Source: an optimization exercise on an open RTL-to-GDS flow (aim: small area and few clock cycles). Production flows keep margins and buffers that such runs may drop.
RTL that was checked went through simulation tests only; none was proved equivalent to the original.

before:
==> module axi_wr_top, before the edit <==
module axi_wr_top
(
    input  logic        clk,
    input  logic        rst_n,
    input  logic [3:0]  aw_id,
    input  logic [15:0] aw_addr,
    input  logic [7:0]  aw_len,
    input  logic [2:0]  aw_size,
    input  logic [1:0]  aw_burst,
    input  logic        aw_valid,
    output logic        aw_ready,
    input  logic [31:0] w_data,
    input  logic [3:0]  w_strb,
    input  logic        w_last,
    input  logic        w_valid,
    output logic        w_ready,
    output logic [3:0]  b_id,
    output logic [1:0]  b_resp,
    output logic        b_valid,
    input  logic        b_ready,
    output logic [3:0]  mem_id,
    output logic [15:0] mem_addr,
    output logic [31:0] mem_data,
    output logic [3:0]  mem_strb,
    output logic        mem_last,
    output logic        mem_boundary_err,
    output logic        mem_we,
    input  logic        mem_credit
);
    logic        d_valid;
    logic [3:0]  d_id;
    logic [15:0] d_addr;      
    logic [2:0]  d_size;
    logic        d_fixed;
    logic        d_berr;      
    logic [2:0]  owed;
    logic        bv;
    logic [3:0]  bid;
    logic        bslv;
    logic        credit_ok, b_free, beat, burst_done, aw_fire;
    logic [11:0] mask;
    logic [12:0] sum;
    assign credit_ok  = !owed[2] || mem_credit;
    assign b_free     = !bv || b_ready;
    assign beat       = d_valid && w_valid && credit_ok && (!w_last || b_free);
    assign burst_done = beat && w_last;
    assign aw_ready   = !d_valid || burst_done;
    assign aw_fire    = aw_valid && aw_ready;
    assign w_ready    = beat;
    assign mem_we     = beat;
    assign mask = 12'hfff << d_size;
    assign sum  = {1'b0, d_addr[11:0] | ~mask} + {12'd0, !d_fixed};
    always_ff @(posedge clk) begin
        if (aw_fire) begin
            d_id    <= aw_id;
            d_addr  <= aw_addr;
            d_size  <= aw_size;
            d_fixed <= (aw_burst == 2'b00);
            d_berr  <= 1'b0;
        end else if (beat) begin
            d_addr[11:0] <= (sum[11:0] | {12{sum[12]}}) & mask;
            d_berr       <= sum[12];
        end
        if (burst_done) begin
            bid  <= d_id;
            bslv <= (d_size > 3'd2);
        end
    end
    always_ff @(posedge clk or negedge rst_n) begin
        if (!rst_n) begin
            d_valid <= 1'b0;
            owed    <= 3'd0;
            bv      <= 1'b0;
        end else begin
            if (aw_fire)
                d_valid <= 1'b1;
            else if (burst_done)
                d_valid <= 1'b0;
            owed    <= owed + {2'b0, beat} - {2'b0, mem_credit};
            if (burst_done)
                bv <= 1'b1;
            else if (b_ready)
                bv <= 1'b0;
        end
    end
    assign mem_id           = d_id;
    assign mem_addr         = d_addr;
    assign mem_data         = w_data;
    assign mem_strb         = w_strb;
    assign mem_last         = w_last;
    assign mem_boundary_err = d_berr;
    assign b_valid          = bv;
    assign b_id             = bid;
    assign b_resp           = {bslv, 1'b0};
endmodule
clock: 5.0 ns
lec_check: 0
cap_margin: 20
core_margin: 2
core_utilization: 40
cts_buf_list: sky130_fd_sc_hd__clkbuf_4
slew_margin: 20
standard.sh (not shown) runs the stock make flow with config.mk's settings and CLKGATE_MAP_FILE= SYNTH_SCRIPT=/design/flow/synth_recipe.tcl, a recipe that flattens the netlist after the stock synthesis.
==> flow/flow/run.sh <==
#!/bin/bash
# Standard ORFS flow, with the port buffers inserted as the smallest buffer cell.
cp standard.sh standard_sh.txt
export BUFFER_PORTS_ARGS="-buffer_cell sky130_fd_sc_hd__buf_1"
bash standard.sh > standard.log 2>&1
Testbench counts of before, summed over its fixed seeds: cycles 42,784.
What after does differently from before at the input level:
--- a/flow/design.v
+++ b/flow/design.v
@@ -44,7 +44,7 @@
     logic [3:0]  bid;
     logic        bslv;
     logic        credit_ok, b_free, beat, burst_done, aw_fire;
-    logic [11:0] mask;
+    logic [11:0] base, step;
     logic [12:0] sum;
     assign credit_ok  = !owed[2] || mem_credit;
     assign b_free     = !bv || b_ready;
@@ -54,8 +54,8 @@
     assign aw_fire    = aw_valid && aw_ready;
     assign w_ready    = beat;
     assign mem_we     = beat;
-    assign mask = 12'hfff << d_size;
-    assign sum  = {1'b0, d_addr[11:0] | ~mask} + {12'd0, !d_fixed};
+    assign base = d_addr[11:0] & (12'hfff << d_size);
+    assign sum  = d_fixed ? {1'b0, base} : ({1'b0, d_addr[11:0] | ~(12'hfff << d_size)} + 13'd1);
     always_ff @(posedge clk) begin
         if (aw_fire) begin
             d_id    <= aw_id;
@@ -64,7 +64,7 @@
             d_fixed <= (aw_burst == 2'b00);
             d_berr  <= 1'b0;
         end else if (beat) begin
-            d_addr[11:0] <= (sum[11:0] | {12{sum[12]}}) & mask;
+            d_addr[11:0] <= sum[12] ? base : sum[11:0];
             d_berr       <= sum[12];
         end
         if (burst_done) begin
### Flow results
after closes out successfully: all stages finished, all timing, DRC and antenna checks passed. before: full flow OK, the timing, design-rule and antenna checks passed. Against before, the final cell area of after is higher. Looking at sequential share of layout area across after and before, the one that comes out higher is before. Delta (after minus before): via count now larger; number of vias per cell now larger; wire length of the first global-routing pass now larger; final cell count without fillers now larger. before has a higher clock-buffer cell count than after. Between after and before, the routed wirelength normalized by instance count is lower for before. In after, the global-route usage came out 0.94 points above the value in before. Looking only at via count of the first global-routing pass, and setting everything else aside, the higher value of after and before goes to after. Multi-input logic cell count, after vs before: up by more than 10%. Worst reg2reg path depth for after: 5 down relative to before.
Only the layout flow was run in after; the RTL was not checked for function there.

static timing again, ports no longer ideal:
No port has a modelled driver above. Below, the same layouts with a new extraction and two added sets of constraints. Step 1: set_driving_cell puts a clkbuf_16 on clk and a buf_2 on each other input, an assumption about the parent block. Step 2 times the ports against the registers' clock, not the clock port: input delays grow and output delays shrink by t, the midpoint of the rising clock arrivals with the driver on. Three values: ideal, step 1, step 2; two values: the first two.
| run | shift t [ns] | setup slack, ns | clock arrival spread, ns | worst slew at a driven data input, ns |
|---|---|---|---|---|
| before | 0.352 | 2.074 / 2.052 / 1.783 | 0.007 / 0.007 | 0.07 |
| after | 0.366 | 2.199 / 2.174 / 1.835 | 0.013 / 0.013 | 0.07 |
After both steps every run listed still meets setup and hold. The setup slack of after, which loses most, moves by -0.025 ns with the drivers and by -0.364 ns with both steps.
